From an optimization exercise on the open Yosys and OpenROAD flow, aimed at small area, a short achievable clock period and few clock cycles per item; shortcuts taken in it are not production practice. Function was checked by simulation only, so behaviour that the tests miss may differ from the original. No activity file was given, so power comes from the tool's default toggle rates.

**design/flow/design.v**
```verilog
`default_nettype none
package itsp_pkg;
   localparam int unsigned K_W = 23;   
   function automatic logic [K_W-1:0] ka(input logic [3:0] a);
      ka =
         (a == 4'd0) ? 23'd7669079 :
         (a == 4'd1) ? 23'd8034321 :
         (a == 4'd2) ? 23'd10956 :
         (a == 4'd3) ? 23'd376198 :
         (a == 4'd4) ? 23'd741441 :
         (a == 4'd5) ? 23'd1106683 :
         (a == 4'd6) ? 23'd1471926 :
         (a == 4'd7) ? 23'd1837168 :
         (a == 4'd8) ? 23'd2202411 :
         (a == 4'd9) ? 23'd2567653 :
         (a == 4'd10) ? 23'd2932896 :
         (a == 4'd11) ? 23'd3298138 :
         (a == 4'd12) ? 23'd3663381 :
         (a == 4'd13) ? 23'd4028623 :
         (a == 4'd14) ? 23'd4393866 :
         23'd4759108;
   endfunction
   function automatic logic [K_W-1:0] kb(input logic [3:0] b, input logic ao);
      kb =
         ({ao, b} == 5'd0) ? 23'd0 :
         ({ao, b} == 5'd1) ? 23'd36524 :
         ({ao, b} == 5'd2) ? 23'd73048 :
         ({ao, b} == 5'd3) ? 23'd109572 :
         ({ao, b} == 5'd4) ? 23'd146097 :
         ({ao, b} == 5'd5) ? 23'd182621 :
         ({ao, b} == 5'd6) ? 23'd219145 :
         ({ao, b} == 5'd7) ? 23'd255669 :
         ({ao, b} == 5'd8) ? 23'd292194 :
         ({ao, b} == 5'd9) ? 23'd328718 :
         ({ao, b} == 5'd10) ? 23'd365242 :
         ({ao, b} == 5'd11) ? 23'd401766 :
         ({ao, b} == 5'd12) ? 23'd438291 :
         ({ao, b} == 5'd13) ? 23'd474815 :
         ({ao, b} == 5'd14) ? 23'd511339 :
         ({ao, b} == 5'd15) ? 23'd547863 :
         ({ao, b} == 5'd16) ? 23'd0 :
         ({ao, b} == 5'd17) ? 23'd36524 :
         ({ao, b} == 5'd18) ? 23'd73049 :
         ({ao, b} == 5'd19) ? 23'd109573 :
         ({ao, b} == 5'd20) ? 23'd146097 :
         ({ao, b} == 5'd21) ? 23'd182621 :
         ({ao, b} == 5'd22) ? 23'd219146 :
         ({ao, b} == 5'd23) ? 23'd255670 :
         ({ao, b} == 5'd24) ? 23'd292194 :
         ({ao, b} == 5'd25) ? 23'd328718 :
         ({ao, b} == 5'd26) ? 23'd365243 :
         ({ao, b} == 5'd27) ? 23'd401767 :
         ({ao, b} == 5'd28) ? 23'd438291 :
         ({ao, b} == 5'd29) ? 23'd474815 :
         ({ao, b} == 5'd30) ? 23'd511340 :
         23'd547864;
   endfunction
   function automatic logic [K_W-1:0] kc(input logic [3:0] c);
      kc =
         (c == 4'd0) ? 23'd0 :
         (c == 4'd1) ? 23'd3652 :
         (c == 4'd2) ? 23'd7305 :
         (c == 4'd3) ? 23'd10957 :
         (c == 4'd4) ? 23'd14610 :
         (c == 4'd5) ? 23'd18262 :
         (c == 4'd6) ? 23'd21915 :
         (c == 4'd7) ? 23'd25567 :
         (c == 4'd8) ? 23'd29220 :
         (c == 4'd9) ? 23'd32872 :
         (c == 4'd10) ? 23'd36525 :
         (c == 4'd11) ? 23'd40177 :
         (c == 4'd12) ? 23'd43830 :
         (c == 4'd13) ? 23'd47482 :
         (c == 4'd14) ? 23'd51135 :
         23'd54787;
   endfunction
   function automatic logic [K_W-1:0] kd(input logic [3:0] d, input logic co);
      kd =
         ({co, d} == 5'd0) ? 23'd0 :
         ({co, d} == 5'd1) ? 23'd366 :
         ({co, d} == 5'd2) ? 23'd731 :
         ({co, d} == 5'd3) ? 23'd1096 :
         ({co, d} == 5'd4) ? 23'd1461 :
         ({co, d} == 5'd5) ? 23'd1827 :
         ({co, d} == 5'd6) ? 23'd2192 :
         ({co, d} == 5'd7) ? 23'd2557 :
         ({co, d} == 5'd8) ? 23'd2922 :
         ({co, d} == 5'd9) ? 23'd3288 :
         ({co, d} == 5'd10) ? 23'd3653 :
         ({co, d} == 5'd11) ? 23'd4018 :
         ({co, d} == 5'd12) ? 23'd4383 :
         ({co, d} == 5'd13) ? 23'd4749 :
         ({co, d} == 5'd14) ? 23'd5114 :
         ({co, d} == 5'd15) ? 23'd5479 :
         ({co, d} == 5'd16) ? 23'd1 :
         ({co, d} == 5'd17) ? 23'd366 :
         ({co, d} == 5'd18) ? 23'd731 :
         ({co, d} == 5'd19) ? 23'd1097 :
         ({co, d} == 5'd20) ? 23'd1462 :
         ({co, d} == 5'd21) ? 23'd1827 :
         ({co, d} == 5'd22) ? 23'd2192 :
         ({co, d} == 5'd23) ? 23'd2558 :
         ({co, d} == 5'd24) ? 23'd2923 :
         ({co, d} == 5'd25) ? 23'd3288 :
         ({co, d} == 5'd26) ? 23'd3653 :
         ({co, d} == 5'd27) ? 23'd4019 :
         ({co, d} == 5'd28) ? 23'd4384 :
         ({co, d} == 5'd29) ? 23'd4749 :
         ({co, d} == 5'd30) ? 23'd5114 :
         23'd5480;
   endfunction
   function automatic logic [K_W-1:0] kmon(input logic m1, input logic [3:0] m0, input logic lp);
      kmon =
         ({m1, m0, lp} == 6'd4) ? 23'd31 :
         ({m1, m0, lp} == 6'd5) ? 23'd31 :
         ({m1, m0, lp} == 6'd6) ? 23'd59 :
         ({m1, m0, lp} == 6'd7) ? 23'd60 :
         ({m1, m0, lp} == 6'd8) ? 23'd90 :
         ({m1, m0, lp} == 6'd9) ? 23'd91 :
         ({m1, m0, lp} == 6'd10) ? 23'd120 :
         ({m1, m0, lp} == 6'd11) ? 23'd121 :
         ({m1, m0, lp} == 6'd12) ? 23'd151 :
         ({m1, m0, lp} == 6'd13) ? 23'd152 :
         ({m1, m0, lp} == 6'd14) ? 23'd181 :
         ({m1, m0, lp} == 6'd15) ? 23'd182 :
         ({m1, m0, lp} == 6'd16) ? 23'd212 :
         ({m1, m0, lp} == 6'd17) ? 23'd213 :
         ({m1, m0, lp} == 6'd18) ? 23'd243 :
         ({m1, m0, lp} == 6'd19) ? 23'd244 :
         ({m1, m0, lp} == 6'd20) ? 23'd273 :
         ({m1, m0, lp} == 6'd21) ? 23'd274 :
         ({m1, m0, lp} == 6'd22) ? 23'd304 :
         ({m1, m0, lp} == 6'd23) ? 23'd305 :
         ({m1, m0, lp} == 6'd24) ? 23'd334 :
         ({m1, m0, lp} == 6'd25) ? 23'd335 :
         ({m1, m0, lp} == 6'd32) ? 23'd273 :
         ({m1, m0, lp} == 6'd33) ? 23'd274 :
         ({m1, m0, lp} == 6'd34) ? 23'd304 :
         ({m1, m0, lp} == 6'd35) ? 23'd305 :
         ({m1, m0, lp} == 6'd36) ? 23'd334 :
         ({m1, m0, lp} == 6'd37) ? 23'd335 :
         23'd0;
   endfunction
endpackage
`default_nettype wire
`default_nettype none
module iso8601_utc_timestamp_parser_unit (
   input  wire logic        clock,
   input  wire logic        reset,
   input  wire logic        req_tvalid,
   output      logic        req_tready,
   input  wire logic [7:0]  req_tdata,    
   input  wire logic        req_tlast,    
   output      logic        rsp_tvalid,
   input  wire logic        rsp_tready,
   output      logic [39:0] rsp_tdata,    
   output      logic        rsp_tuser     
);
   localparam int unsigned W = 39;
   logic       in_v, in_last;
   logic [3:0] in_lo;
   logic [1:0] in_hi;
   logic [4:0] pos;              
   logic [3:0] prv;              
   logic       aodd;             
   logic [1:0] hm4;              
   logic       codd, cz;         
   logic       lp;               
   logic [1:0] mcls;             
   logic       err;              
   logic       rv, rok;          
   logic [W-1:0] acc;
   logic consume, is_final, take;
   logic isdig, isdash, iscolon, isT, isZ, bad, day_ok, ok;
   logic [3:0] dg;
   assign dg      = in_lo;
   assign isdig   = (in_hi == 2'd1) && (in_lo <= 4'd9);
   assign iscolon = (in_hi == 2'd1) && (in_lo == 4'hA);
   assign isdash  = (in_hi == 2'd2) && (in_lo == 4'hD);
   assign isT     = (in_hi == 2'd3) && (in_lo == 4'h4);
   assign isZ     = (in_hi == 2'd3) && (in_lo == 4'hA);
   assign consume    = in_v && (((pos == 5'd0) && !in_last) || !rv);
   assign is_final   = consume && in_last;
   assign req_tready = !in_v || consume;
   assign take       = req_tvalid && req_tready;
   always_ff @(posedge clock) begin
      if (reset)        in_v <= 1'b0;
      else if (take)    in_v <= 1'b1;
      else if (consume) in_v <= 1'b0;
      if (take) begin
         in_lo   <= req_tdata[3:0];
         in_last <= req_tlast;
         if (req_tdata[7:4] == 4'h3)                             in_hi <= 2'd1;
         else if (req_tdata[7:4] == 4'h2)                        in_hi <= 2'd2;
         else if (!req_tdata[7] && req_tdata[6] && req_tdata[4]) in_hi <= 2'd3;
         else                                                    in_hi <= 2'd0;
      end
   end
   always_comb begin
      case (prv[1:0])
         2'd0:    day_ok = (dg != 4'd0);
         2'd1:    day_ok = 1'b1;
         2'd2:    day_ok = (mcls != 2'd2) || (dg <= 4'd8) || lp;
         default: day_ok = (mcls == 2'd0) ? (dg <= 4'd1) : ((mcls == 2'd1) && (dg == 4'd0));
      endcase
   end
   always_comb begin
      case (pos)
         5'd0, 5'd1, 5'd2, 5'd3, 5'd15: bad = !isdig;
         5'd4, 5'd7:   bad = !isdash;
         5'd5:         bad = !isdig || (dg > 4'd1);
         5'd6:         bad = !isdig || (prv[0] ? (dg > 4'd2) : (dg == 4'd0));
         5'd8:         bad = !isdig || (dg > 4'd3);
         5'd9:         bad = !isdig || !day_ok;
         5'd10:        bad = !isT;
         5'd11:        bad = !isdig || (dg > 4'd2);
         5'd12:        bad = !isdig || (prv[1] && (dg > 4'd3));
         5'd13, 5'd16: bad = !iscolon;
         5'd14:        bad = !isdig || (dg > 4'd5);
         5'd17:        bad = !isdig || (dg > 4'd6);
         5'd18:        bad = !isdig || (prv[2] && prv[1] && (dg != 4'd0));
         5'd19:        bad = !isZ || !in_last;
         default:      bad = 1'b1;
      endcase
   end
   assign ok = !err && !bad && (pos == 5'd19);
   logic [W-1:0] a_op, b_op, acc_nx;
   logic [itsp_pkg::K_W-1:0] kv;
   logic [6:0]   tens;
   assign tens = (dg[2:0] == 3'd0) ? 7'd0  : (dg[2:0] == 3'd1) ? 7'd10 :
                 (dg[2:0] == 3'd2) ? 7'd20 : (dg[2:0] == 3'd3) ? 7'd30 :
                 (dg[2:0] == 3'd4) ? 7'd40 : (dg[2:0] == 3'd5) ? 7'd50 :
                 (dg[2:0] == 3'd6) ? 7'd60 : 7'd70;
   always_comb begin
      a_op = acc;
      b_op = '0;
      kv   = '0;
      if (is_final) begin
         if (!ok) a_op = '0;
      end else if (consume) begin
         case (pos)
            5'd1: begin
               a_op = '0;
               kv   = itsp_pkg::ka(prv);
               b_op = {{(W - itsp_pkg::K_W){kv[itsp_pkg::K_W-1]}}, kv};
            end
            5'd2: b_op = W'(itsp_pkg::kb(prv, aodd));
            5'd3: b_op = W'(itsp_pkg::kc(prv));
            5'd4: b_op = (prv == 4'd0) ? W'(codd || (cz && (hm4 != 2'd0)))
                                       : W'(itsp_pkg::kd(prv, codd));
            5'd6: b_op = W'(itsp_pkg::kmon(prv[0], dg, lp));
            5'd8, 5'd11, 5'd14, 5'd17: b_op = W'(tens);
            5'd9, 5'd12, 5'd15, 5'd18: b_op = W'(dg);
            5'd10: begin
               a_op = acc << 4;
               b_op = acc << 3;
            end
            5'd13, 5'd16: begin
               a_op = {acc[W-7:0], 6'd1};
               b_op = ~(acc << 2);
            end
            default: ;
         endcase
      end
   end
   assign acc_nx = a_op + b_op;
   always_ff @(posedge clock) begin
      acc <= acc_nx;
      if (consume) begin
         prv <= dg;
         case (pos)
            5'd1: aodd <= prv[0];
            5'd2: hm4  <= {prv[1] ^ aodd, prv[0]};
            5'd3: begin
               codd <= prv[0];
               cz   <= (prv == 4'd0);
            end
            5'd4: lp <= (cz && (prv == 4'd0)) ? (hm4 == 2'd0) : ({prv[1] ^ codd, prv[0]} == 2'd0);
            5'd6: begin
               if (prv[0])                                       mcls <= (dg == 4'd1) ? 2'd1 : 2'd0;
               else if (dg == 4'd2)                              mcls <= 2'd2;
               else if ((dg == 4'd4) || (dg == 4'd6) || (dg == 4'd9)) mcls <= 2'd1;
               else                                              mcls <= 2'd0;
            end
            default: ;
         endcase
      end
      if (is_final) rok <= ok;
   end
   always_ff @(posedge clock) begin
      if (reset) begin
         pos <= '0;
         err <= 1'b0;
         rv  <= 1'b0;
      end else begin
         if (consume) begin
            pos <= in_last ? 5'd0 : pos + 5'd1;
            err <= in_last ? 1'b0 : (err || bad);
         end
         if (is_final)        rv <= 1'b1;
         else if (rsp_tready) rv <= 1'b0;
      end
   end
   assign rsp_tvalid = rv;
   assign rsp_tdata  = {1'b0, acc};
   assign rsp_tuser  = rok;
endmodule
`default_nettype wire
```
**design/flow/run.sh**
```bash
#!/bin/bash
# synth_recipe.tcl (not shown) runs the flow's synth.tcl, then flattens the netlist and writes it again
# the make line also repeats each setting of config.mk as NAME=value (left out here)
make -C /OpenROAD-flow-scripts/flow DESIGN_CONFIG=/design/flow/config.mk WORK_HOME=/design/flow/orfs CLKGATE_MAP_FILE= SYNTH_SCRIPT=/design/flow/synth_recipe.tcl finish
```
**design/flow/config.mk**
```make
export PLATFORM = sky130hd
export DESIGN_NAME = iso8601_utc_timestamp_parser_unit
export DESIGN_NICKNAME = iso8601_utc_timestamp_parser_unit
export VERILOG_FILES = /design/flow/design.v
export SDC_FILE = /design/flow/constraint.sdc
export NUM_CORES = 4
export LEC_CHECK = 0
export CAP_MARGIN = 20
export CORE_MARGIN = 2
export CORE_UTILIZATION = 40
export SETUP_SLACK_MARGIN = 3.5
export SLEW_MARGIN = 20
```
**design/flow/constraint.sdc**
```tcl
create_clock -name core_clock -period 7.0 [get_ports {clock}]
set_input_delay 1.4000 -clock core_clock [delete_from_list [all_inputs] [get_ports {clock}]]
set_output_delay 1.4000 -clock core_clock [all_outputs]
set_load 0.01 [all_outputs]
```
==> results of run 1 <==
-- sequential cells by signal (all words and copies together), names as in the netlist --
register,flops
cz,1
hm4,2
acc,39
aodd,1
rok,1
in_lo,4
lp,1
rv,1
in_hi,2
in_v,1
pos,5
err,1
mcls,2
in_last,1
prv,4
codd,1
-- layer usage --
metal / up-vias / global-route usage
met3: 64 / 0.05126
met1: 4471 / 0.3864
met5: - / 0
met2: 487 / 0.4033
li1: 4381 / -
met4: 0 / 0.09167
-- worst paths after layout --
kind | end | slack, ns | cells past startpoint
worst max register to register | acc[22] | 2.18 | 19
worst min-delay path | err | 0.55 | 2
worst max-delay path | acc[22] | 2.18 | 19
worst min register to register | err | 0.55 | 2
-- synthesized netlist by cell type, types with 9 or more instances --
master	count
a211oi_1	35
a21o_1	13
a21oi_1	119
a221oi_1	9
a22oi_1	22
a311oi_1	19
a31oi_1	24
and2_1	15
buf_1	15
buf_2	9
clkbuf_1	66
dfxtp_1	47
edfxtp_1	20
ha_1	43
inv_1	19
nand2_1	101
nand2b_1	17
nand3_1	15
nand4_1	10
nor2_1	139
nor2b_1	11
nor3_1	22
o211ai_1	11
o21a_1	21
o21ai_0	94
o22ai_1	16
xnor2_1	40
xor2_1	13
-- cell type report --
| cell class | instances | area [µm²] | share of cell area |
|---|---|---|---|
| inverters | 20 | 80.08 | 0.007731 |
| clock buffers | 11 | 275.3 | 0.02658 |
| clock inverters | 5 | 32.53 | 0.003141 |
| multi-input cells | 945 | 6625 | 0.6396 |
| flip-flops and latches | 67 | 1560 | 0.1506 |
| well taps | 265 | 331.6 | 0.03201 |
| repair buffers | 157 | 1453 | 0.1403 |
-- power by group --
group	leakage, nW	internal (mW)	switching (mW)
sequential	0.574	0.423	0.0507
combinational	2.94	0.150	0.175
clock	0.145	0.282	0.202
total	3.66	0.855	0.428
-- cell families (layout without fill, tap and decap cells) --
family                   Yosys count  after routing  share of synthesized area
AO/OA/AOI/OAI                    455            455                     0.3733
other                              1              1                  0.0004705
AND/OR/NAND/NOR                  386            387                     0.2334
flip-flops                        67             67                     0.1934
multiplexers                       5              5                   0.006907
adder cells (fa/ha/maj)           44             44                    0.07002
buffers and inverters            120            193                    0.06421
XOR/XNOR                          53             53                    0.05824
-- critical path, stage by stage (launching register included) --
cell and delay (ns):
dfxtp_4 0.41, inv_4 0.06, ha_4 0.18, mux2_4 0.27, nand2_2 0.06, nand2_2 0.05, or2_4 0.23, or4_4 0.52
o41ai_4 0.29, bufbuf_16 0.34, buf_6 0.12, a31oi_1 0.09, ha_2 0.44, buf_4 0.13, o2111ai_1 0.25, o21ai_0 0.57
a31oi_1 0.15, o21bai_1 0.25, a31oi_1 0.15, xnor2_1 0.14
-- per-stage QoR --
| stage | total power, mW | instance area (µm²) | instances |
|---|---|---|---|
| final | 1.283 | 10360 | 1470 |
| after global routing | 1.331 | 10360 | 1470 |
| after CTS | 1.268 | 10060 | 1453 |
| after detailed placement | 0.7574 | 8702 | 1374 |
| after global placement | 0.7574 | 8702 | 1374 |
| after floorplan | 0.6500 | 8070 | 1131 |
-- repair_timing --
item,in CTS,in global routing
pin swaps,79,33
hold buffers,0,0
endpoints found under the setup margin,39,39
endpoints found under the hold margin,0,0
gates cloned,3,0
gates resized for setup,113,35
buffers inserted,60,17
==> flow_summary.toml, run 1 <==
[status]
status = "finished clean"

[logic_synthesis]
syn-cell-area_um2 = 7970
async_flop_share = 0
ys.flop_type = "dfxtp_1"
syn_area_per_cell_um2 = 7.047
synth_seq_cells = 67
synth_top_area_frac = 0.1181
syn_inst = 1131
yosysSeqAreaShare = 0.1934
syn-num-nets = 1188
synth_edf_count = 20
synth_area_leaders = "dfxtp_1, edfxtp_1, a21oi_1"
synth_cell_types = 82
yosysTopAreaCell = "dfxtp_1"
yosysWarnings = 1

[critical_path]
cp.arrival_ns = 5.07
required_ns = 7.25
path_max_fanout = 5
worstSetupStartpointType = "flip-flop"
timing.rr.start = "pos[1]"
crit_start = "pos[1]"
critical_path_class = "reg2reg"
crit_path_end_kind = "flip-flop"

[timing]
finClkSkew_ns = 0.01102
setup_viol = 0
setup_ws_ns = 2.179
worst_pin_slew_ns = 0.9881
final_max_slew_viol_count = 0
min_period_ns = 4.821
whs_ns = 0.5495
tns_ns = 0
slew_headroom = 0.3385
rsz0062_at_grt = "true"
max_freq_mhz = 207.4
fin_crit_sh = 0.6887
hold_violations = 0

[clock_tree]
h-tree-depth = 3
clkLatencyLatePin_ns = 0.36
cts_tree = "built"
clkSinkCount = 67
clk_pin_slew_ns = 0.06
clk_path_buf_depth = 2
cts_inserted_buffers = 9
cts_root_buffer = "clkbuf_16"

[die]
die-area_um2 = 21070
die_x_um = 145.2
initial_utilization = 0.4082
num_rows = 51
io_pins = 56
core_area_um2 = 19530
die_y_um = 145.2

[drt]
drtIter0Drc = 1240
routedWlPerCell_um = 20.12
routed.top_layer = "met4"
vias_per_cell = 6.397
drt-total-wl_um = 29570
wl_met2_um = 12910
num_vias = 9403
drc = 0
dr.pass1.iters = 6
met1Wirelength_um = 13250
met3_wirelength_um = 2674
ant_nets = 0

[global_routing]
grt_max_degree = 60
antenna_found_initial = 0
grt_pass1_wl_um = 46570
track_usage = 0.2693
grt_overflow = 0
grt_pass1_vias = 8493

[final_layout]
final_cell_mix = "nor2_1, a21oi_1, nand2_1"
utilization = 0.5304
final_common_cell = "nor2_1"
finalNetCount = 1257
n_antenna_cell = 0
drive_gt1_frac = 0.2017
num-fill-cells = 1871
areaGrowthSynthToFinish_pct = 29.95

[placement]
pre_cts_ws_ns = 1.318
gp_congestion = 0.9544
hpwl_um = 18940
io_buffer_count = 54

[power_and_ir_drop]
p_per_area_nw_per_um2 = 123.9
p_leak_nw = 3.661
worst_ir_drop_vdd_v = 0.0001107

[worst_hold_path]
hp-class = "reg2reg"
min-delay-start = "err"

[flow_run]
max_cap_violations = 0
Testbench counts, summed over its fixed seeds: cycles 32,016, items 1,600.
==> run 2, diff against run 1 <==
--- a/design/flow/config.mk
+++ b/design/flow/config.mk
@@ -8,5 +8,4 @@
 export CAP_MARGIN = 20
 export CORE_MARGIN = 2
 export CORE_UTILIZATION = 40
-export SETUP_SLACK_MARGIN = 3.5
 export SLEW_MARGIN = 20
==> run 2 against run 1 <==
  * Still clean
  * Combinational power shrank 15%
  * Wire length is 9.0% lower
  * Clock skew about the same
  * Clock power is 11% lower
  * Synthesized cell count did not move
  * Sequential share of layout area is 2.3 points higher
  * Largest cell class unchanged
==> flow_summary.toml, run 2 <==
[status]
status = "finished clean"

[timing]
setup_viol = 0
finClkSkew_ns = 0.01060
max_freq_mhz = 169.5
worst_pin_slew_ns = 0.9185
whs_ns = 0.5308
tns_ns = 0
final_max_slew_viol_count = 0
rsz0062_at_grt = "false"
slew_headroom = 0.3851
min_period_ns = 5.901
hold_violations = 0
fin_crit_sh = 0.8429

[logic_synthesis]
synth-simple-area-share = 0.2334
syn-cell-area_um2 = 7970
synth_top_family_by_area = "compound AO/OA/AOI/OAI gates"
synth-compound-area-share = 0.3733
yosysWarnings = 1
synth_most_common_cell = "nor2_1"
yosysTopAreaCell = "dfxtp_1"
async_flop_share = 0
syn-num-nets = 1188
syn_area_per_cell_um2 = 7.047
synth_seq_cells = 67
synth_edf_count = 20
synthAdderAreaFrac = 0.07002
synthXorXnorAreaFrac = 0.05824
synth_cell_types = 82
synth_common_cells = "nor2_1, a21oi_1, nand2_1, o21ai_0, clkbuf_1"
synth_area_leaders = "dfxtp_1, edfxtp_1, a21oi_1"
syn_inst = 1131
synth_top_area_frac = 0.1181
synthMuxAreaShare = 0.006907
yosysSeqAreaShare = 0.1934
ys.flop_type = "dfxtp_1"

[drt]
drc = 0
dr.pass1.iters = 6
drt-total-wl_um = 26920
wl_met2_um = 11170
ant_nets = 0
met3_wirelength_um = 2462
vias_per_cell = 6.316
routedWlPerCell_um = 19.39
met1Wirelength_um = 12710
routed.top_layer = "met4"
num_vias = 8766
drtIter0Drc = 1007

[final_layout]
n_antenna_cell = 0
finalNetCount = 1175
drive_gt1_frac = 0.05254
final_common_cell = "nor2_1"
largest_register_ff_count = 39
final_cell_mix = "nor2_1, a21oi_1, nand2_1"
finalNonFillerCells = 1388
utilization = 0.4546
top_regs = "acc (39), pos (5)"
areaGrowthSynthToFinish_pct = 11.38
largest_register = "acc"
num-fill-cells = 2025

[placement]
dp_cells = 1372
io_buffer_count = 54
hpwl_um = 18910
gp_congestion = 0.9301

[critical_path]
worstSetupStartpointType = "flip-flop"
required_ns = 7.29
crit_path_end_kind = "flip-flop"
cp.arrival_ns = 6.19
path_max_fanout = 20
rrSetupSlack_ns = 1.10
critical_path_class = "reg2reg"

[clock_tree]
cts_tree = "built"
post_cts_buffers = 0
cts_root_buffer = "clkbuf_16"
clkLatencyLatePin_ns = 0.36
h-tree-depth = 3
clk_path_buf_depth = 2
cts_inserted_buffers = 9
clkSinkCount = 67
cts_resized = 0
hold_buffers = 0
clk_pin_slew_ns = 0.06

[worst_hold_path]
hp-class = "reg2reg"

[flow_run]
max_cap_violations = 0

[global_routing]
track_usage = 0.2499
grt_pass1_wl_um = 43390
grt_overflow = 0
antenna_found_initial = 0
grt_pass1_vias = 7769
grt_max_degree = 66

[power_and_ir_drop]
p_total_mw = 1.181
p_leak_nw = 3.102
p_per_area_nw_per_um2 = 133.0
worst_ir_drop_vdd_v = 0.0001114

[die]
die_x_um = 145.2
die-area_um2 = 21070
initial_utilization = 0.4082
die_y_um = 145.2
io_pins = 56
core_area_um2 = 19530
num_rows = 51
-- run 2: cell families after synthesis --
logic type / count (synthesis)
DFF: 67
AOI/OAI and AO/OA: 455
muxes: 5
other: 1
buffers and inverters: 120
and+or+nand+nor: 386
xor gates and xnor gates: 53
adders and majority gates: 44
-- run 2: per-layer routing --
| layer | up-vias | GRT usage |
|---|---|---|
| li1 | 4216 | - |
| met1 | 4081 | 0.3781 |
| met2 | 423 | 0.3569 |
| met3 | 46 | 0.04403 |
| met4 | 0 | 0.07647 |
| met5 | - | 0 |
-- run 2: worst paths after layout --
| check | start | endpoint | depth (start not counted) |
|---|---|---|---|
| worst min-delay path | in_v | in_v | 2 |
| worst max-delay path | pos[0] | acc[33] | 18 |
| worst max register to register | pos[0] | acc[33] | 18 |
| worst min register to register | in_v | in_v | 2 |
-- run 2: final cells by class --
class | count | area (µm²) | share of cell area
Tap cell | 265 | 331.6 | 0.03735
Clock inverter | 7 | 45.04 | 0.005074
Clock buffer | 9 | 225.2 | 0.02537
Inverter | 20 | 75.07 | 0.008457
Timing Repair Buffer | 76 | 705.7 | 0.07949
Sequential cell | 67 | 1541 | 0.1736
Multi-Input combinational cell | 944 | 5953 | 0.6706
-- run 2: per-stage QoR --
stage	instance area, µm²	worst slack, ns
after floorplan	7970	2.205
after global placement	8607	1.266
after detailed placement	8607	1.208
after CTS	8877	1.175
after global routing	8877	0.6864
final	8877	1.099
-- run 2: critical path, stage by stage, from the launching register on --
cell,delay [ns]
dfxtp_1,0.40
inv_1,0.12
ha_1,0.33
or3_1,0.38
a32o_1,0.38
nand4b_1,0.32
nand4bb_1,0.36
and2_1,0.52
buf_4,0.30
a311oi_1,0.25
ha_1,0.38
a21oi_1,0.14
o21ai_0,0.10
a221oi_2,0.29
nand4_1,0.26
a21oi_1,0.46
o21ai_0,0.33
a41oi_1,0.35
xnor2_1,0.14
-- run 2: power breakdown --
part           switching (mW)  total (mW)  leakage (nW)  internal, mW
clock network           0.191       0.429         0.126         0.238
logic                   0.153       0.275          2.40         0.122
registers              0.0527       0.477         0.570         0.425
==> run 3, diff against run 2 <==
--- a/design/flow/design.v
+++ b/design/flow/design.v
@@ -144,6 +144,188 @@
 endpackage
 `default_nettype wire
 `default_nettype none
+module itsp_add (
+   input  wire logic [38:0] a,
+   input  wire logic [38:0] b,
+   output      logic [38:0] s
+);
+   logic [38:0] p0, g0;
+   assign p0 = a ^ b;
+   assign g0 = a & b;
+   logic g1_1, p1_1, g1_3, p1_3, g1_5, p1_5, g1_7, p1_7;
+   logic g1_9, p1_9, g1_11, p1_11, g1_13, p1_13, g1_15, p1_15;
+   logic g1_17, p1_17, g1_19, p1_19, g1_21, p1_21, g1_23, p1_23;
+   logic g1_25, p1_25, g1_27, p1_27, g1_29, p1_29, g1_31, p1_31;
+   logic g1_33, p1_33, g1_35, p1_35, g1_37, p1_37, g2_3, p2_3;
+   logic g2_7, p2_7, g2_11, p2_11, g2_15, p2_15, g2_19, p2_19;
+   logic g2_23, p2_23, g2_27, p2_27, g2_31, p2_31, g2_35, p2_35;
+   logic g3_7, p3_7, g3_15, p3_15, g3_23, p3_23, g3_31, p3_31;
+   logic g4_15, p4_15, g4_31, p4_31, g5_31, p5_31, g7_23, p7_23;
+   logic g8_11, p8_11, g8_19, p8_19, g8_27, p8_27, g8_35, p8_35;
+   logic g9_5, p9_5, g9_9, p9_9, g9_13, p9_13, g9_17, p9_17;
+   logic g9_21, p9_21, g9_25, p9_25, g9_29, p9_29, g9_33, p9_33;
+   logic g9_37, p9_37, g10_2, g10_4, g10_6, g10_8, g10_10, g10_12;
+   logic g10_14, g10_16, g10_18, g10_20, g10_22, g10_24, g10_26, g10_28;
+   logic g10_30, g10_32, g10_34, g10_36, g10_38;
+   assign g1_1 = g0[1] | (p0[1] & g0[0]);
+   assign p1_1 = p0[1] & p0[0];
+   assign g1_3 = g0[3] | (p0[3] & g0[2]);
+   assign p1_3 = p0[3] & p0[2];
+   assign g1_5 = g0[5] | (p0[5] & g0[4]);
+   assign p1_5 = p0[5] & p0[4];
+   assign g1_7 = g0[7] | (p0[7] & g0[6]);
+   assign p1_7 = p0[7] & p0[6];
+   assign g1_9 = g0[9] | (p0[9] & g0[8]);
+   assign p1_9 = p0[9] & p0[8];
+   assign g1_11 = g0[11] | (p0[11] & g0[10]);
+   assign p1_11 = p0[11] & p0[10];
+   assign g1_13 = g0[13] | (p0[13] & g0[12]);
+   assign p1_13 = p0[13] & p0[12];
+   assign g1_15 = g0[15] | (p0[15] & g0[14]);
+   assign p1_15 = p0[15] & p0[14];
+   assign g1_17 = g0[17] | (p0[17] & g0[16]);
+   assign p1_17 = p0[17] & p0[16];
+   assign g1_19 = g0[19] | (p0[19] & g0[18]);
+   assign p1_19 = p0[19] & p0[18];
+   assign g1_21 = g0[21] | (p0[21] & g0[20]);
+   assign p1_21 = p0[21] & p0[20];
+   assign g1_23 = g0[23] | (p0[23] & g0[22]);
+   assign p1_23 = p0[23] & p0[22];
+   assign g1_25 = g0[25] | (p0[25] & g0[24]);
+   assign p1_25 = p0[25] & p0[24];
+   assign g1_27 = g0[27] | (p0[27] & g0[26]);
+   assign p1_27 = p0[27] & p0[26];
+   assign g1_29 = g0[29] | (p0[29] & g0[28]);
+   assign p1_29 = p0[29] & p0[28];
+   assign g1_31 = g0[31] | (p0[31] & g0[30]);
+   assign p1_31 = p0[31] & p0[30];
+   assign g1_33 = g0[33] | (p0[33] & g0[32]);
+   assign p1_33 = p0[33] & p0[32];
+   assign g1_35 = g0[35] | (p0[35] & g0[34]);
+   assign p1_35 = p0[35] & p0[34];
+   assign g1_37 = g0[37] | (p0[37] & g0[36]);
+   assign p1_37 = p0[37] & p0[36];
+   assign g2_3 = g1_3 | (p1_3 & g1_1);
+   assign p2_3 = p1_3 & p1_1;
+   assign g2_7 = g1_7 | (p1_7 & g1_5);
+   assign p2_7 = p1_7 & p1_5;
+   assign g2_11 = g1_11 | (p1_11 & g1_9);
+   assign p2_11 = p1_11 & p1_9;
+   assign g2_15 = g1_15 | (p1_15 & g1_13);
+   assign p2_15 = p1_15 & p1_13;
+   assign g2_19 = g1_19 | (p1_19 & g1_17);
+   assign p2_19 = p1_19 & p1_17;
+   assign g2_23 = g1_23 | (p1_23 & g1_21);
+   assign p2_23 = p1_23 & p1_21;
+   assign g2_27 = g1_27 | (p1_27 & g1_25);
+   assign p2_27 = p1_27 & p1_25;
+   assign g2_31 = g1_31 | (p1_31 & g1_29);
+   assign p2_31 = p1_31 & p1_29;
+   assign g2_35 = g1_35 | (p1_35 & g1_33);
+   assign p2_35 = p1_35 & p1_33;
+   assign g3_7 = g2_7 | (p2_7 & g2_3);
+   assign p3_7 = p2_7 & p2_3;
+   assign g3_15 = g2_15 | (p2_15 & g2_11);
+   assign p3_15 = p2_15 & p2_11;
+   assign g3_23 = g2_23 | (p2_23 & g2_19);
+   assign p3_23 = p2_23 & p2_19;
+   assign g3_31 = g2_31 | (p2_31 & g2_27);
+   assign p3_31 = p2_31 & p2_27;
+   assign g4_15 = g3_15 | (p3_15 & g3_7);
+   assign p4_15 = p3_15 & p3_7;
+   assign g4_31 = g3_31 | (p3_31 & g3_23);
+   assign p4_31 = p3_31 & p3_23;
+   assign g5_31 = g4_31 | (p4_31 & g4_15);
+   assign p5_31 = p4_31 & p4_15;
+   assign g7_23 = g3_23 | (p3_23 & g4_15);
+   assign p7_23 = p3_23 & p4_15;
+   assign g8_11 = g2_11 | (p2_11 & g3_7);
+   assign p8_11 = p2_11 & p3_7;
+   assign g8_19 = g2_19 | (p2_19 & g4_15);
+   assign p8_19 = p2_19 & p4_15;
+   assign g8_27 = g2_27 | (p2_27 & g7_23);
+   assign p8_27 = p2_27 & p7_23;
+   assign g8_35 = g2_35 | (p2_35 & g5_31);
+   assign p8_35 = p2_35 & p5_31;
+   assign g9_5 = g1_5 | (p1_5 & g2_3);
+   assign p9_5 = p1_5 & p2_3;
+   assign g9_9 = g1_9 | (p1_9 & g3_7);
+   assign p9_9 = p1_9 & p3_7;
+   assign g9_13 = g1_13 | (p1_13 & g8_11);
+   assign p9_13 = p1_13 & p8_11;
+   assign g9_17 = g1_17 | (p1_17 & g4_15);
+   assign p9_17 = p1_17 & p4_15;
+   assign g9_21 = g1_21 | (p1_21 & g8_19);
+   assign p9_21 = p1_21 & p8_19;
+   assign g9_25 = g1_25 | (p1_25 & g7_23);
+   assign p9_25 = p1_25 & p7_23;
+   assign g9_29 = g1_29 | (p1_29 & g8_27);
+   assign p9_29 = p1_29 & p8_27;
+   assign g9_33 = g1_33 | (p1_33 & g5_31);
+   assign p9_33 = p1_33 & p5_31;
+   assign g9_37 = g1_37 | (p1_37 & g8_35);
+   assign p9_37 = p1_37 & p8_35;
+   assign g10_2 = g0[2] | (p0[2] & g1_1);
+   assign g10_4 = g0[4] | (p0[4] & g2_3);
+   assign g10_6 = g0[6] | (p0[6] & g9_5);
+   assign g10_8 = g0[8] | (p0[8] & g3_7);
+   assign g10_10 = g0[10] | (p0[10] & g9_9);
+   assign g10_12 = g0[12] | (p0[12] & g8_11);
+   assign g10_14 = g0[14] | (p0[14] & g9_13);
+   assign g10_16 = g0[16] | (p0[16] & g4_15);
+   assign g10_18 = g0[18] | (p0[18] & g9_17);
+   assign g10_20 = g0[20] | (p0[20] & g8_19);
+   assign g10_22 = g0[22] | (p0[22] & g9_21);
+   assign g10_24 = g0[24] | (p0[24] & g7_23);
+   assign g10_26 = g0[26] | (p0[26] & g9_25);
+   assign g10_28 = g0[28] | (p0[28] & g8_27);
+   assign g10_30 = g0[30] | (p0[30] & g9_29);
+   assign g10_32 = g0[32] | (p0[32] & g5_31);
+   assign g10_34 = g0[34] | (p0[34] & g9_33);
+   assign g10_36 = g0[36] | (p0[36] & g8_35);
+   assign g10_38 = g0[38] | (p0[38] & g9_37);
+   assign s[0] = p0[0];
+   assign s[1] = p0[1] ^ g0[0];
+   assign s[2] = p0[2] ^ g1_1;
+   assign s[3] = p0[3] ^ g10_2;
+   assign s[4] = p0[4] ^ g2_3;
+   assign s[5] = p0[5] ^ g10_4;
+   assign s[6] = p0[6] ^ g9_5;
+   assign s[7] = p0[7] ^ g10_6;
+   assign s[8] = p0[8] ^ g3_7;
+   assign s[9] = p0[9] ^ g10_8;
+   assign s[10] = p0[10] ^ g9_9;
+   assign s[11] = p0[11] ^ g10_10;
+   assign s[12] = p0[12] ^ g8_11;
+   assign s[13] = p0[13] ^ g10_12;
+   assign s[14] = p0[14] ^ g9_13;
+   assign s[15] = p0[15] ^ g10_14;
+   assign s[16] = p0[16] ^ g4_15;
+   assign s[17] = p0[17] ^ g10_16;
+   assign s[18] = p0[18] ^ g9_17;
+   assign s[19] = p0[19] ^ g10_18;
+   assign s[20] = p0[20] ^ g8_19;
+   assign s[21] = p0[21] ^ g10_20;
+   assign s[22] = p0[22] ^ g9_21;
+   assign s[23] = p0[23] ^ g10_22;
+   assign s[24] = p0[24] ^ g7_23;
+   assign s[25] = p0[25] ^ g10_24;
+   assign s[26] = p0[26] ^ g9_25;
+   assign s[27] = p0[27] ^ g10_26;
+   assign s[28] = p0[28] ^ g8_27;
+   assign s[29] = p0[29] ^ g10_28;
+   assign s[30] = p0[30] ^ g9_29;
+   assign s[31] = p0[31] ^ g10_30;
+   assign s[32] = p0[32] ^ g5_31;
+   assign s[33] = p0[33] ^ g10_32;
+   assign s[34] = p0[34] ^ g9_33;
+   assign s[35] = p0[35] ^ g10_34;
+   assign s[36] = p0[36] ^ g8_35;
+   assign s[37] = p0[37] ^ g10_36;
+   assign s[38] = p0[38] ^ g9_37;
+endmodule
+`default_nettype wire
+`default_nettype none
 module iso8601_utc_timestamp_parser_unit (
    input  wire logic        clock,
    input  wire logic        reset,
@@ -160,6 +342,7 @@
    logic       in_v, in_last;
    logic [3:0] in_lo;
    logic [1:0] in_hi;
+   logic       st_ka, st_kb, st_kc, st_kd, st_mon, st_tens, st_unit, st_x24, st_x60;
    logic [4:0] pos;              
    logic [3:0] prv;              
    logic       aodd;             
@@ -170,7 +353,8 @@
    logic       err;              
    logic       rv, rok;          
    logic [W-1:0] acc;
-   logic consume, is_final, take;
+   logic consume, is_final, take, go;   
+   logic [4:0] pos_nx;
    logic isdig, isdash, iscolon, isT, isZ, bad, day_ok, ok;
    logic [3:0] dg;
    assign dg      = in_lo;
@@ -180,9 +364,11 @@
    assign isT     = (in_hi == 2'd3) && (in_lo == 4'h4);
    assign isZ     = (in_hi == 2'd3) && (in_lo == 4'hA);
    assign consume    = in_v && (((pos == 5'd0) && !in_last) || !rv);
+   assign go         = in_v && !rv && !in_last;    
    assign is_final   = consume && in_last;
    assign req_tready = !in_v || consume;
    assign take       = req_tvalid && req_tready;
+   assign pos_nx     = !consume ? pos : (in_last ? 5'd0 : pos + 5'd1);
    always_ff @(posedge clock) begin
       if (reset)        in_v <= 1'b0;
       else if (take)    in_v <= 1'b1;
@@ -194,6 +380,15 @@
          else if (req_tdata[7:4] == 4'h2)                        in_hi <= 2'd2;
          else if (!req_tdata[7] && req_tdata[6] && req_tdata[4]) in_hi <= 2'd3;
          else                                                    in_hi <= 2'd0;
+         st_ka   <= (pos_nx == 5'd1);
+         st_kb   <= (pos_nx == 5'd2);
+         st_kc   <= (pos_nx == 5'd3);
+         st_kd   <= (pos_nx == 5'd4);
+         st_mon  <= (pos_nx == 5'd6);
+         st_tens <= (pos_nx == 5'd8) || (pos_nx == 5'd11) || (pos_nx == 5'd14) || (pos_nx == 5'd17);
+         st_unit <= (pos_nx == 5'd9) || (pos_nx == 5'd12) || (pos_nx == 5'd15) || (pos_nx == 5'd18);
+         st_x24  <= (pos_nx == 5'd10);
+         st_x60  <= (pos_nx == 5'd13) || (pos_nx == 5'd16);
       end
    end
    always_comb begin
@@ -223,47 +418,36 @@
          default:      bad = 1'b1;
       endcase
    end
-   assign ok = !err && !bad && (pos == 5'd19);
+   assign ok = !err && isZ && (pos == 5'd19);
    logic [W-1:0] a_op, b_op, acc_nx;
    logic [itsp_pkg::K_W-1:0] kv;
    logic [6:0]   tens;
+   logic         keep;
    assign tens = (dg[2:0] == 3'd0) ? 7'd0  : (dg[2:0] == 3'd1) ? 7'd10 :
                  (dg[2:0] == 3'd2) ? 7'd20 : (dg[2:0] == 3'd3) ? 7'd30 :
                  (dg[2:0] == 3'd4) ? 7'd40 : (dg[2:0] == 3'd5) ? 7'd50 :
                  (dg[2:0] == 3'd6) ? 7'd60 : 7'd70;
-   always_comb begin
-      a_op = acc;
-      b_op = '0;
-      kv   = '0;
-      if (is_final) begin
-         if (!ok) a_op = '0;
-      end else if (consume) begin
-         case (pos)
-            5'd1: begin
-               a_op = '0;
-               kv   = itsp_pkg::ka(prv);
-               b_op = {{(W - itsp_pkg::K_W){kv[itsp_pkg::K_W-1]}}, kv};
-            end
-            5'd2: b_op = W'(itsp_pkg::kb(prv, aodd));
-            5'd3: b_op = W'(itsp_pkg::kc(prv));
-            5'd4: b_op = (prv == 4'd0) ? W'(codd || (cz && (hm4 != 2'd0)))
-                                       : W'(itsp_pkg::kd(prv, codd));
-            5'd6: b_op = W'(itsp_pkg::kmon(prv[0], dg, lp));
-            5'd8, 5'd11, 5'd14, 5'd17: b_op = W'(tens);
-            5'd9, 5'd12, 5'd15, 5'd18: b_op = W'(dg);
-            5'd10: begin
-               a_op = acc << 4;
-               b_op = acc << 3;
-            end
-            5'd13, 5'd16: begin
-               a_op = {acc[W-7:0], 6'd1};
-               b_op = ~(acc << 2);
-            end
-            default: ;
-         endcase
-      end
-   end
-   assign acc_nx = a_op + b_op;
+   assign kv = ({itsp_pkg::K_W{go && st_ka}} & itsp_pkg::ka(prv)) |
+               ({itsp_pkg::K_W{go && st_kb}} & itsp_pkg::kb(prv, aodd)) |
+               ({itsp_pkg::K_W{go && st_kc}} & itsp_pkg::kc(prv)) |
+               ({itsp_pkg::K_W{go && st_kd}} &
+                ((prv == 4'd0) ? itsp_pkg::K_W'(codd || (cz && (hm4 != 2'd0)))
+                               : itsp_pkg::kd(prv, codd))) |
+               ({itsp_pkg::K_W{go && st_mon}} & itsp_pkg::K_W'(itsp_pkg::kmon(prv[0], dg, lp))) |
+               ({itsp_pkg::K_W{go && st_tens}} & itsp_pkg::K_W'(tens)) |
+               ({itsp_pkg::K_W{go && st_unit}} & itsp_pkg::K_W'(dg));
+   assign keep = !((go && (st_ka || st_x24 || st_x60)) || (is_final && !ok));
+   assign a_op = ({W{keep}} & acc) |
+                 ({W{go && st_x24}} & (acc << 4)) |
+                 ({W{go && st_x60}} & {acc[W-7:0], 6'd1});
+   assign b_op = {{(W - itsp_pkg::K_W){go && st_ka && kv[itsp_pkg::K_W-1]}}, kv} |
+                 ({W{go && st_x24}} & (acc << 3)) |
+                 ({W{go && st_x60}} & ~(acc << 2));
+   itsp_add u_add (
+      .a (a_op),
+      .b (b_op),
+      .s (acc_nx)
+   );
    always_ff @(posedge clock) begin
       acc <= acc_nx;
       if (consume) begin
@@ -277,10 +461,10 @@
             end
             5'd4: lp <= (cz && (prv == 4'd0)) ? (hm4 == 2'd0) : ({prv[1] ^ codd, prv[0]} == 2'd0);
             5'd6: begin
-               if (prv[0])                                       mcls <= (dg == 4'd1) ? 2'd1 : 2'd0;
-               else if (dg == 4'd2)                              mcls <= 2'd2;
+               if (prv[0])                                            mcls <= (dg == 4'd1) ? 2'd1 : 2'd0;
+               else if (dg == 4'd2)                                   mcls <= 2'd2;
                else if ((dg == 4'd4) || (dg == 4'd6) || (dg == 4'd9)) mcls <= 2'd1;
-               else                                              mcls <= 2'd0;
+               else                                                   mcls <= 2'd0;
             end
             default: ;
          endcase
@@ -293,10 +477,8 @@
          err <= 1'b0;
          rv  <= 1'b0;
       end else begin
-         if (consume) begin
-            pos <= in_last ? 5'd0 : pos + 5'd1;
-            err <= in_last ? 1'b0 : (err || bad);
-         end
+         pos <= pos_nx;
+         if (consume) err <= in_last ? 1'b0 : (err || bad);
          if (is_final)        rv <= 1'b1;
          else if (rsp_tready) rv <= 1'b0;
       end
--- a/design/flow/config.mk
+++ b/design/flow/config.mk
@@ -8,4 +8,5 @@
 export CAP_MARGIN = 20
 export CORE_MARGIN = 2
 export CORE_UTILIZATION = 40
+export SETUP_SLACK_MARGIN = 3.5
 export SLEW_MARGIN = 20
==> run 3 against run 2 <==
  * Still clean on timing, DRC and antenna
  * Register-to-register slack improved by 1.6 ns
  * Via count decreased by 2.6%
  * Total power increased by 110%
  * Synthesized cell count decreased by 13%
  * Critical path type unchanged
  * Highest routed layer unchanged
==> flow_summary.toml, run 3 <==
[status]
status = "finished clean"

[power_and_ir_drop]
p_per_area_nw_per_um2 = 241.3
swShare = 0.3981
seq_power_share = 0.324
pwr-share-clk = 0.202
worst_ir_drop_vdd_v = 0.0001690
p_total_mw = 2.496
p_leak_nw = 4.336
intPower_mw = 1.502
switchingPower_mw = 0.9938
combPwrFrac = 0.474

[placement]
gp_congestion = 0.9151
hpwl_um = 16870
io_buffer_count = 54
pre_cts_ws_ns = 1.770
place_area_um2 = 8150

[final_layout]
utilization = 0.5720
num-fill-cells = 1538
final_area_um2 = 10340
drive_gt1_frac = 0.2487
multi_input_area_um2 = 5678
final_common_cell = "buf_4"
ff_latch_area_um2 = 1817
top_regs = "acc (39), pos (5)"
largest_register_ff_count = 39
largest_register = "acc"
finalNetCount = 1184
areaGrowthSynthToFinish_pct = 38.93
final_cell_mix = "buf_4, nand2_1, a21oi_1"
n_antenna_cell = 0

[worst_hold_path]
hp-class = "reg2reg"

[die]
num_rows = 49
die_y_um = 140.4
die-area_um2 = 19720
initial_utilization = 0.4117
core_area_um2 = 18090
die_x_um = 140.4
io_pins = 56

[critical_path]
worstSetupStartpointType = "flip-flop"
slowest_stage = "fa_2"
cp.arrival_ns = 4.55
critical_path_class = "reg2reg"
required_ns = 7.23
path_max_fanout = 8
max_stage_delay_ns = 0.44
crit_path_cell_trace = "buf_6, clkinvlp_4, buf_4, maj3_1, a221oi_2, a221o_1, ha_2, inv_2, fa_2, nor2b_4, o31a_1, o21ai_4, buf_6, a21oi_4, o21ai_2, a21oi_2, o211ai_1, nand2_1, fa_2"
crit_path_end_kind = "flip-flop"

[clock_tree]
clkLatencyLatePin_ns = 0.36
clk_pin_slew_ns = 0.06
cts_root_buffer = "clkbuf_16"
h-tree-depth = 3
clkSinkCount = 76
hold_buffers = 0
cts_tree = "built"
cts_inserted_buffers = 9
clk_path_buf_depth = 2

[logic_synthesis]
yosysWarnings = 1
synth_cell_types = 78
synth_seq_cells = 76
syn_area_per_cell_um2 = 7.582
synth_most_common_cell = "nand2_1"
syn-num-nets = 1057
synth_edf_count = 29
synth_area_leaders = "dfxtp_1, edfxtp_1, ha_1"
yosysTopAreaCell = "dfxtp_1"
syn_inst = 982
yosysSeqAreaShare = 0.2433
syn-cell-area_um2 = 7446
synth_top_area_frac = 0.1264
ys.flop_type = "dfxtp_1"
async_flop_share = 0
synth_common_cells = "nand2_1, a21oi_1, nor2_1, o21ai_0, inv_1"

[timing]
slew_headroom = 0.3509
min_period_ns = 4.325
tns_ns = 0
hold_violations = 0
finClkSkew_ns = 0.01645
setup_ws_ns = 2.675
max_freq_mhz = 231.2
rsz0062_at_grt = "true"
worst_pin_slew_ns = 0.9737
final_max_slew_viol_count = 0
fin_crit_sh = 0.6179
setup_viol = 0

[global_routing]
track_usage = 0.2789
grt_pass1_wl_um = 43850
grt_pass1_vias = 7884
antenna_found_initial = 0
grt_max_degree = 34
grt_overflow = 0

[drt]
dr.pass1.iters = 9
ant_nets = 0
wl_met2_um = 12680
drt-total-wl_um = 28240
drtIter0Drc = 1282
drc = 0
met3_wirelength_um = 2820
met1Wirelength_um = 11870
routed.top_layer = "met4"
num_vias = 8535
vias_per_cell = 6.355
routedWlPerCell_um = 21.03

[flow_run]
max_cap_violations = 0
## run 3: power groups by stage
stage          Combinational [mW]  Sequential [mW]  Clock (mW)
6_report                     1.18            0.809       0.504
4_1_cts                      1.09            0.792       0.508
5_1_grt                      1.27            0.815       0.525
2_1_floorplan               0.489            0.755           0
3_5_place_dp                0.851            0.806           0
3_3_place_gp                0.844            0.813           0
## run 3: worst paths after layout
kind	startpoint	to	slack, ns	cells after the start
worst min-delay path	rv	rv	0.53	2
worst max register to register	prv[0]	acc[36]	2.67	19
worst min register to register	rv	rv	0.53	2
worst max-delay path	prv[0]	acc[36]	2.67	19
## run 3: metal layers
metal,global-route usage,vias to the layer above
li1,-,3892
met1,0.3919,3996
met2,0.4409,560
met3,0.04513,87
met4,0.08453,0
met5,0,-
## run 3: critical path: cells and delay by family (launching register included)
kind,cells,cell delay [ns]
adder cells (fa/ha/maj),4,1.34
buffers and inverters,5,0.71
AO/OA/AOI/OAI,8,1.54
AND/OR/NAND/NOR,2,0.28
flip-flops,1,0.33
## run 3: logic make-up (layout without fill, tap and decap cells)
logic type | after synthesis | in the layout | synth area share
AOI/OAI and AO/OA | 332 | 332 | 0.3025
and+or+nand+nor | 323 | 324 | 0.2065
buffers and inverters | 148 | 279 | 0.07629
DFF | 76 | 76 | 0.2433
adders and majority gates | 63 | 63 | 0.1247
xor gates and xnor gates | 38 | 38 | 0.04470
other | 1 | 1 | 0.0005036
muxes | 1 | 1 | 0.001512
## run 3: area by class of cell
type / instances / share of cell area
well taps: 229 / 0.02770
clock inverters: 4 / 0.002540
flip-flops and latches: 76 / 0.1756
multi-input cells: 759 / 0.5489
inverters: 70 / 0.02649
repair buffers: 193 / 0.1909
clock buffers: 12 / 0.02794
## run 3: metrics by stage
stage | hold WS, ns | std cells
after global routing | 0.5575 | 1343
after global placement | 0.5259 | 1200
after CTS | 0.5211 | 1324
after floorplan | 0.4397 | 982
final | 0.5257 | 1343
after detailed placement | 0.5323 | 1200
## run 3: repair_timing
action | 4_1_cts | 5_1_grt
endpoints found under the setup margin | 40 | 36
pin swaps | 50 | 24
gates resized for setup | 134 | 41
gates cloned | 11 | 0
buffers inserted | 97 | 19
Testbench counts of run 3, summed over its fixed seeds: cycles 32,016, items 1,600.
==> run 4, diff against run 3 <==
--- a/design/flow/config.mk
+++ b/design/flow/config.mk
@@ -8,5 +8,5 @@
 export CAP_MARGIN = 20
 export CORE_MARGIN = 2
 export CORE_UTILIZATION = 40
-export SETUP_SLACK_MARGIN = 3.5
+export SETUP_SLACK_MARGIN = 4.5
 export SLEW_MARGIN = 20
==> run 4 against run 3 <==
  * Still clean
  * Sequential cell count is the same
  * Global-route usage shrank 0.72 points
  * Final cell count is essentially flat
  * Setup slack lost 0.032 ns
  * Sequential share of layout area grew 0.42 points
  * Hold slack lost 0.00096 ns
  * Cell area grew 0.94%
  * Total power shrank 5.8%
==> flow_summary.toml, run 4 <==
[critical_path]
r2r.worst_path.cells = 20
timing.rr.start = "prv[0]"
rrSetupSlack_ns = 2.64
crit_start = "prv[0]"
crit_path_end_kind = "flip-flop"
cp.arrival_ns = 4.59
critical_path_class = "reg2reg"
required_ns = 7.23
r2r-end = "acc[22]"
worstSetupStartpointType = "flip-flop"
path_max_fanout = 6

[power_and_ir_drop]
pwr-share-clk = 0.208
combPwrFrac = 0.438
switchingPower_mw = 0.9564
swShare = 0.4069
worst_ir_drop_vdd_v = 0.0001396
seq_power_share = 0.355
p_leak_nw = 4.421
p_per_area_nw_per_um2 = 225.1
intPower_mw = 1.394

[drt]
drt-total-wl_um = 27900
routedWlPerCell_um = 20.76
vias_per_cell = 6.287
dr.pass1.iters = 7
met3_wirelength_um = 2790
drc = 0
ant_nets = 0
met1Wirelength_um = 11600
drtIter0Drc = 1171
routed.top_layer = "met4"
wl_met2_um = 12630
num_vias = 8450

[logic_synthesis]
async_flop_share = 0
synth_edf_count = 29
syn_inst = 982
synth_area_leaders = "dfxtp_1, edfxtp_1, ha_1"
synth_seq_cells = 76
syn-cell-area_um2 = 7446
synth_cell_types = 78
synth_common_cells = "nand2_1, a21oi_1, nor2_1, o21ai_0, inv_1"
yosysWarnings = 1
syn_area_per_cell_um2 = 7.582
yosysSeqAreaShare = 0.2433
ys.flop_type = "dfxtp_1"
synth_most_common_cell = "nand2_1"
syn-num-nets = 1057
yosysTopAreaCell = "dfxtp_1"
synth_top_area_frac = 0.1264

[clock_tree]
clk_pin_slew_ns = 0.06
cts_tree = "built"
clkLatencyLatePin_ns = 0.35
clkSinkCount = 76
cts_root_buffer = "clkbuf_16"
clk_path_buf_depth = 2
cts_inserted_buffers = 9
h-tree-depth = 3

[worst_hold_path]
hold_path_end = "err"
hp-class = "reg2reg"
min-delay-start = "err"
whs_path_depth = 1

[die]
die-area_um2 = 19720
initial_utilization = 0.4117
core_area_um2 = 18090
die_x_um = 140.4
die_y_um = 140.4
num_rows = 49
io_pins = 56

[final_layout]
drive_gt1_frac = 0.3121
final_area_um2 = 10440
final_common_cell = "buf_4"
largest_register_ff_count = 39
top_regs = "acc (39), pos (5)"
largest_register = "acc"
finalNetCount = 1185
n_antenna_cell = 0
areaGrowthSynthToFinish_pct = 40.25
final_cell_mix = "buf_4, nand2_1, a21oi_1"

[timing]
setup_ws_ns = 2.642
whs_ns = 0.5247
max_freq_mhz = 229.5
rsz0062_at_grt = "true"
tns_ns = 0
hold_violations = 0
setup_viol = 0
final_max_slew_viol_count = 0
finClkSkew_ns = 0.005372
fin_crit_sh = 0.6225
worst_pin_slew_ns = 0.9940
slew_headroom = 0.3373
min_period_ns = 4.358

[flow_run]
max_cap_violations = 0

[global_routing]
grt_overflow = 0
track_usage = 0.2717
grt_max_degree = 68
grt_pass1_wl_um = 42550
antenna_found_initial = 0
grt_pass1_vias = 7795

[placement]
gp_congestion = 0.9130
place_area_um2 = 8174
hpwl_um = 16930
io_buffer_count = 54
pre_cts_ws_ns = 1.630

[status]
status = "finished clean"
## run 4: worst max path at each step
| stage | endpoint | cells past startpoint | slack (ns) |
|---|---|---|---|
| after global placement | acc[36] | 18 | 1.75 |
| after CTS | acc[22] | 21 | 2.80 |
| final | acc[22] | 20 | 2.64 |
| after floorplan | acc[22] | 20 | 2.82 |
| after detailed placement | acc[21] | 18 | 1.63 |
| after global routing | acc[22] | 20 | 2.47 |
## run 4: repair_timing
| item | CTS | global route |
|---|---|---|
| hold endpoints to repair | 0 | 0 |
| cloned | 7 | 1 |
| setup buffers | 82 | 39 |
| hold buffers | 0 | 0 |
| gates resized for setup | 217 | 100 |
| endpoints found under the setup margin | 112 | 73 |
| pin swaps | 53 | 48 |
## run 4: layer usage
layer / track usage / up-vias
li1: - / 3889
met1: 0.3724 / 4004
met2: 0.4115 / 492
met3: 0.05607 / 65
met4: 0.1244 / 0
met5: 0 / -
## run 4: area by class of cell
| class | instances | area (µm²) |
|---|---|---|
| Tap cell | 229 | 286.5 |
| Fill cell | 1575 | 7644 |
| Timing Repair Buffer | 190 | 1775 |
| Clock inverter | 5 | 51.30 |
| Multi-Input combinational cell | 763 | 5929 |
| Sequential cell | 76 | 1878 |
| Inverter | 70 | 279.0 |
| Clock buffer | 11 | 242.7 |
## run 4: worst max-delay path, stage by stage (launching register included)
cell	delay, ns
edfxtp_1	0.42
buf_12	0.14
clkinvlp_4	0.18
or3_4	0.39
o21ai_1	0.18
o21ai_1	0.08
o22ai_1	0.21
a221o_1	0.27
ha_4	0.16
inv_2	0.03
fa_2	0.36
nor2b_4	0.14
o31a_1	0.21
o21ai_2	0.11
a211oi_2	0.25
o21a_1	0.14
o21a_1	0.14
o21a_1	0.14
o21ai_2	0.07
a21oi_2	0.16
fa_2	0.44
## run 4: per-stage QoR
stage / power (mW) / utilization / std cells
after floorplan: 1.246 / - / 982
after detailed placement: 1.658 / 0.4520 / 1199
after CTS: 2.236 / 0.5368 / 1304
after global routing: 2.488 / 0.5774 / 1344
final: 2.350 / 0.5774 / 1344
after global placement: 1.657 / 0.4520 / 1199
## run 4: kinds of logic after synthesis
kind of cell,share of synthesized area
AO/OA/AOI/OAI,0.3025
AND/OR/NAND/NOR,0.2065
multiplexers,0.001512
buffers and inverters,0.07629
flip-flops,0.2433
XOR/XNOR,0.04470
adder cells (fa/ha/maj),0.1247
other,0.0005036
## run 4: power groups by stage
stage	clock, mW	combinational, mW	sequential, mW
after floorplan	0	0.491	0.755
after global placement	0	0.842	0.816
after detailed placement	0	0.850	0.808
after CTS	0.491	0.925	0.820
after global routing	0.516	1.13	0.844
final	0.488	1.03	0.834

## port drivers added, routing unchanged
Ports are ideal in the flow. The routed layouts listed here were re-timed in OpenROAD. Step 1 (the two cells are an assumption about what drives the block):
set clk [get_ports {clock}]
set_driving_cell -lib_cell sky130_fd_sc_hd__clkbuf_16 $clk
set_driving_cell -lib_cell sky130_fd_sc_hd__buf_2 [delete_from_list [all_inputs] $clk]
Step 2 adds t to the input delays and takes it off the output delays; t is the mean of the earliest and latest rising clock arrival at the registers after step 1. Input paths then give back, and output paths get back, about the clock's delay inside the block. Slacks: ideal / step 1 / step 2; pairs: ideal / step 1.
run | shift t [ns] | slack for setup (ns) | worst setup path after step 2
run 1 | 0.402 | 2.179 / 2.179 / 2.179 | register to register
run 2 | 0.400 | 1.099 / 1.099 / 1.099 | register to register
run 3 | 0.394 | 2.675 / 2.675 / 2.675 | register to register
run 4 | 0.397 | 2.642 / 2.642 / 2.642 | register to register
After both steps setup and hold are still met in every run listed.
